What follows belongs to an exercise in optimizing a design on an open flow for small area, a short achievable clock period and few clock cycles per item; a production flow would make more cautious choices.
Function was checked by simulation only, so behaviour that the tests miss may differ from the original.

oak:
==> flow/design.v (excerpt) <==
module fp_mul_sched_top (
    input  logic         clk,
    input  logic         reset_n,
    input  logic [3:0]   req_valid,
    input  logic [127:0] req_x,
    input  logic [127:0] req_y,
    output logic [3:0]   req_ready,
    output logic         res_valid,
    input  logic         res_ready,
    output logic [1:0]   res_id,
    output logic [31:0]  res_data,
    output logic [4:0]   res_flags,
    output logic         busy
);
Size in the first run: roughly 1800 cells after synthesis, roughly 18000 um^2 of cells after synthesis.
Settings: LEC_CHECK=0, ABC_AREA=1, CAP_MARGIN=20, CORE_MARGIN=2, CORE_UTILIZATION=40, CTS_BUF_LIST=sky130_fd_sc_hd__clkbuf_8, SLEW_MARGIN=20; clock period 10.5 ns.
standard.sh (not shown) runs the stock make flow with config.mk's settings and CLKGATE_MAP_FILE= SYNTH_SCRIPT=/design/flow/synth_recipe.tcl, a recipe that flattens the netlist after the stock synthesis.
==> flow/flow/run.sh <==
#!/bin/bash
# Own layout flow:
#  2. full-adder polarity pass (fapol.py), then the combinational logic between the full
#     adders and registers mapped again by ABC (resyn.tcl), then the polarity pass again;
#     full/half adders, registers, ports and tie cells are kept
#  3. the ORFS layout with tighter timing repair and the smallest buffer on the ports
# Each tool's output goes to a log file of its own in this folder.
set -euo pipefail
MARGIN=5.0
RES=orfs/results/sky130hd/fp_mul_sched_top/base
LIB=$FLOW_HOME/platforms/sky130hd/lib/sky130_fd_sc_hd__tt_025C_1v80.lib
bash standard.sh synth > synth.log 2>&1
cp $RES/1_2_yosys.v 1_2_yosys.std.v
python3 flow/fapol.py 1_2_yosys.std.v fapol1.v > fapol1.log 2>&1
FLOW_LIB_FILE=$LIB RESYN_IN=fapol1.v RESYN_OUT=resyn.v RESYN_ABC=flow/resyn.abc FLOW_TOP=$FLOW_TOP \
    yosys -c flow/resyn.tcl > resyn.log 2>&1
python3 flow/fapol.py resyn.v $RES/1_2_yosys.v > fapol2.log 2>&1
rm -f $RES/1_synth.odb $RES/1_synth.sdc
bash standard.sh "SETUP_SLACK_MARGIN=$MARGIN" \
    "BUFFER_PORTS_ARGS=-buffer_cell sky130_fd_sc_hd__buf_1" finish > layout.log 2>&1
==> flow/flow/resyn.abc <==
&get -n
&st
&dch
&nf -R 100
&put
topo
stime -c
buffer -c
upsize -c
dnsize -c
==> flow/flow/resyn.tcl <==
# Re-map the combinational logic of the synthesized netlist with ABC (script in resyn.abc).
# Full/half adders, flip-flops, tie cells and the o22ai Booth selectors keep their instances
# and names; every other cell is read as its liberty function and mapped again.
yosys -import
set lib $::env(FLOW_LIB_FILE)
read_liberty -ignore_miss_func $lib
read_verilog $::env(RESYN_IN)
hierarchy -top $::env(FLOW_TOP)
set keep {sky130_fd_sc_hd__fa_* sky130_fd_sc_hd__ha_* sky130_fd_sc_hd__df* sky130_fd_sc_hd__edf* sky130_fd_sc_hd__conb_* sky130_fd_sc_hd__o22ai_*}
setattr -mod -set keep_hierarchy 1 {*}$keep
# the cells to be inlined get private names, so that the wires made for their pins do not
# take over the netlist's own net names
select -set kept {*}[lmap k $keep {string cat t:$k}]
yosys rename -hide $::env(FLOW_TOP)/c:* @kept %d
select -clear
flatten
opt_clean
abc -script $::env(RESYN_ABC) -liberty $lib  -dont_use sky130_fd_sc_hd__probe_p_8 -dont_use sky130_fd_sc_hd__probec_p_8 -dont_use sky130_fd_sc_hd__lpflow_bleeder_1 -dont_use sky130_fd_sc_hd__lpflow_clkbufkapwr_1 -dont_use sky130_fd_sc_hd__lpflow_clkbufkapwr_16 -dont_use sky130_fd_sc_hd__lpflow_clkbufkapwr_2 -dont_use sky130_fd_sc_hd__lpflow_clkbufkapwr_4 -dont_use sky130_fd_sc_hd__lpflow_clkbufkapwr_8 -dont_use sky130_fd_sc_hd__lpflow_clkinvkapwr_1 -dont_use sky130_fd_sc_hd__lpflow_clkinvkapwr_16 -dont_use sky130_fd_sc_hd__lpflow_clkinvkapwr_2 -dont_use sky130_fd_sc_hd__lpflow_clkinvkapwr_4 -dont_use sky130_fd_sc_hd__lpflow_clkinvkapwr_8 -dont_use sky130_fd_sc_hd__lpflow_decapkapwr_12 -dont_use sky130_fd_sc_hd__lpflow_decapkapwr_3 -dont_use sky130_fd_sc_hd__lpflow_decapkapwr_4 -dont_use sky130_fd_sc_hd__lpflow_decapkapwr_6 -dont_use sky130_fd_sc_hd__lpflow_decapkapwr_8 -dont_use sky130_fd_sc_hd__lpflow_inputiso0n_1 -dont_use sky130_fd_sc_hd__lpflow_inputiso0p_1 -dont_use sky130_fd_sc_hd__lpflow_inputiso1n_1 -dont_use sky130_fd_sc_hd__lpflow_inputiso1p_1 -dont_use sky130_fd_sc_hd__lpflow_inputisolatch_1 -dont_use sky130_fd_sc_hd__lpflow_isobufsrc_1 -dont_use sky130_fd_sc_hd__lpflow_isobufsrc_16 -dont_use sky130_fd_sc_hd__lpflow_isobufsrc_2 -dont_use sky130_fd_sc_hd__lpflow_isobufsrc_4 -dont_use sky130_fd_sc_hd__lpflow_isobufsrc_8 -dont_use sky130_fd_sc_hd__lpflow_isobufsrckapwr_16 -dont_use sky130_fd_sc_hd__lpflow_lsbuf_lh_hl_isowell_tap_1 -dont_use sky130_fd_sc_hd__lpflow_lsbuf_lh_hl_isowell_tap_2 -dont_use sky130_fd_sc_hd__lpflow_lsbuf_lh_hl_isowell_tap_4 -dont_use sky130_fd_sc_hd__lpflow_lsbuf_lh_isowell_4 -dont_use sky130_fd_sc_hd__lpflow_lsbuf_lh_isowell_tap_1 -dont_use sky130_fd_sc_hd__lpflow_lsbuf_lh_isowell_tap_2 -dont_use sky130_fd_sc_hd__lpflow_lsbuf_lh_isowell_tap_4
opt_clean
setundef -zero
splitnets
opt_clean -purge
select -module $::env(FLOW_TOP)
stat -liberty $lib
write_verilog -noattr -nohex -nodec -selected $::env(RESYN_OUT)
Other scripts of this flow, unchanged in this note and not shown: flow/flow/fapol.py
oak: flow completed, timing, DRC and antenna clean
Testbench counts of oak, summed over its fixed seeds: cycles 2,064, items 2,048.
Here is what was changed in the inputs of pine compared with oak.
--- a/flow/flow/run.sh
+++ b/flow/flow/run.sh
@@ -4,3 +4,3 @@
 #     adders and registers mapped again by ABC (resyn.tcl), then the polarity pass again;
-#     full/half adders, registers, ports and tie cells are kept
+#     full adders, registers, ports, tie cells and o22ai Booth selectors are kept
 #  3. the ORFS layout with tighter timing repair and the smallest buffer on the ports
@@ -8,3 +8,3 @@
 set -euo pipefail
-MARGIN=5.0
+MARGIN=5.15
 RES=orfs/results/sky130hd/fp_mul_sched_top/base
--- a/flow/flow/resyn.tcl
+++ b/flow/flow/resyn.tcl
@@ -1,3 +1,3 @@
 # Re-map the combinational logic of the synthesized netlist with ABC (script in resyn.abc).
-# Full/half adders, flip-flops, tie cells and the o22ai Booth selectors keep their instances
+# Full adders, flip-flops, tie cells and the o22ai Booth selectors keep their instances
 # and names; every other cell is read as its liberty function and mapped again.
@@ -8,3 +8,3 @@
 hierarchy -top $::env(FLOW_TOP)
-set keep {sky130_fd_sc_hd__fa_* sky130_fd_sc_hd__ha_* sky130_fd_sc_hd__df* sky130_fd_sc_hd__edf* sky130_fd_sc_hd__conb_* sky130_fd_sc_hd__o22ai_*}
+set keep {sky130_fd_sc_hd__fa_* sky130_fd_sc_hd__df* sky130_fd_sc_hd__edf* sky130_fd_sc_hd__conb_* sky130_fd_sc_hd__o22ai_*}
 setattr -mod -set keep_hierarchy 1 {*}$keep
### Flow results
| inverter count of the layout excluding clock inverters | lower: pine |. Summary: with oak as the reference, gate count after technology mapping in pine moved up slightly. From oak to pine the numbers moved as follows: count of antenna diodes in the layout has decreased, total routed wire length on the met1 layer lost about 0.54%. pine vs oak — clock-buffer cell count dropped 1. Post-synthesis cell area delta for pine relative to oak: 2.0% lower. pine vs oak — global-route usage rose 1.4 points.
What birch does differently from pine at the input level:
--- a/flow/flow/run.sh
+++ b/flow/flow/run.sh
@@ -4,3 +4,3 @@
 #     adders and registers mapped again by ABC (resyn.tcl), then the polarity pass again;
-#     full adders, registers, ports, tie cells and o22ai Booth selectors are kept
+#     full/half adders, registers, ports and tie cells are kept
 #  3. the ORFS layout with tighter timing repair and the smallest buffer on the ports
@@ -8,3 +8,3 @@
 set -euo pipefail
-MARGIN=5.15
+MARGIN=5.0
 RES=orfs/results/sky130hd/fp_mul_sched_top/base
--- a/flow/flow/resyn.abc
+++ b/flow/flow/resyn.abc
@@ -3,4 +3,7 @@
 &dch
-&nf -R 100
+&nf
 &put
+strash
+dch
+map -a
 topo
--- a/flow/flow/resyn.tcl
+++ b/flow/flow/resyn.tcl
@@ -1,4 +1 @@
-# Re-map the combinational logic of the synthesized netlist with ABC (script in resyn.abc).
-# Full adders, flip-flops, tie cells and the o22ai Booth selectors keep their instances
-# and names; every other cell is read as its liberty function and mapped again.
 yosys -import
@@ -8,3 +5,3 @@
 hierarchy -top $::env(FLOW_TOP)
-set keep {sky130_fd_sc_hd__fa_* sky130_fd_sc_hd__df* sky130_fd_sc_hd__edf* sky130_fd_sc_hd__conb_* sky130_fd_sc_hd__o22ai_*}
+set keep {sky130_fd_sc_hd__fa_* sky130_fd_sc_hd__ha_* sky130_fd_sc_hd__df* sky130_fd_sc_hd__edf* sky130_fd_sc_hd__conb_*}
 setattr -mod -set keep_hierarchy 1 {*}$keep
--- outcome ---
From pine to birch the numbers moved as follows: synthesized cell count picked up an extra 174, post-route cell area went down about 1.6%, register-to-register slack went down 0.06 ns.
Relative to birch, the following input files were edited for maple:
--- a/flow/flow/run.sh
+++ b/flow/flow/run.sh
@@ -8,3 +8,3 @@
 set -euo pipefail
-MARGIN=5.0
+MARGIN=5.15
 RES=orfs/results/sky130hd/fp_mul_sched_top/base
--- a/flow/flow/resyn.abc
+++ b/flow/flow/resyn.abc
@@ -5,5 +5,2 @@
 &put
-strash
-dch
-map -a
 topo
--- a/flow/config.mk
+++ b/flow/config.mk
@@ -8,3 +8,3 @@
 export ABC_AREA = 1
-export CAP_MARGIN = 20
+export CAP_MARGIN = 0
 export CORE_MARGIN = 2
@@ -12,2 +12,2 @@
 export CTS_BUF_LIST = sky130_fd_sc_hd__clkbuf_8
-export SLEW_MARGIN = 20
+export SLEW_MARGIN = 0
==> run summary <==
res_data[19] as the termination of the worst setup path was reported by birch, and req_ready[0] by maple.
Diff birch and maple: number of fill cells in the layout higher in maple
Going from birch to maple, biggest cell delay along the critical path now sits lower; register-to-register slack climbed 0.17 ns.
Setup slack at placement (lower): birch
The following lists how cedar was set up differently from maple:
--- a/flow/config.mk
+++ b/flow/config.mk
@@ -8,3 +8,3 @@
 export ABC_AREA = 1
-export CAP_MARGIN = 0
+export CAP_MARGIN = 8
 export CORE_MARGIN = 2
@@ -12,2 +12,2 @@
 export CTS_BUF_LIST = sky130_fd_sc_hd__clkbuf_8
-export SLEW_MARGIN = 0
+export SLEW_MARGIN = 8
Diff cedar..maple | worst reg2reg path depth | unchanged
Diff maple..cedar | fraction of met1 tracks used by global routing | unchanged
Taking maple as the reference, in cedar worst path setup slack after routing closely matched the old numbers; area after synthesis held.
As far as design area goes, maple and cedar are indistinguishable; the numbers are identical.
Reported for cedar and maple, final instance count without filler cells turned out identical to the last digit.
Summary of cedar over maple: number of logic stages on the critical path including buffering has remained practically unchanged; wire length of the first global-routing pass ~0 delta; highest fanout seen on the critical path level; die area shows no meaningful change.

-- re-timing with driven ports --
No port has a modelled driver above. Below, the same layouts with a new extraction and two added sets of constraints. Step 1 (the two cells are an assumption about what drives the block):
set clk [get_ports {clk}]
set_driving_cell -lib_cell sky130_fd_sc_hd__clkbuf_16 $clk
set_driving_cell -lib_cell sky130_fd_sc_hd__buf_2 [delete_from_list [all_inputs] $clk]
Step 2 adds t to the input delays and takes it off the output delays; t is the mean of the earliest and latest rising clock arrival at the registers after step 1. Input paths then give back, and output paths get back, about the clock's delay inside the block. Slacks: no drivers / after step 1 / after step 2; pairs: no drivers / after step 1.
| run | t (ns) | setup WS [ns] | hold slack, ns | worst setup path after step 2 | pins driven straight from the clock port |
|---|---|---|---|---|---|
| oak | 0.550 | 5.119 / 5.067 / 5.166 | 0.427 / 0.427 / 0.427 | register to register | 1 |
| pine | 0.526 | 4.857 / 4.805 / 5.164 | 0.441 / 0.441 / 0.441 | input to output | 1 |
| birch | 0.555 | 4.915 / 4.862 / 5.120 | 0.414 / 0.414 / 0.414 | input to output | 1 |
| maple | 0.544 | 5.228 / 5.192 / 5.201 | 0.430 / 0.430 / 0.430 | input to output | 1 |
| cedar | 0.544 | 5.228 / 5.192 / 5.201 | 0.430 / 0.430 / 0.430 | input to output | 1 |
After both steps setup and hold are still met in every run listed.
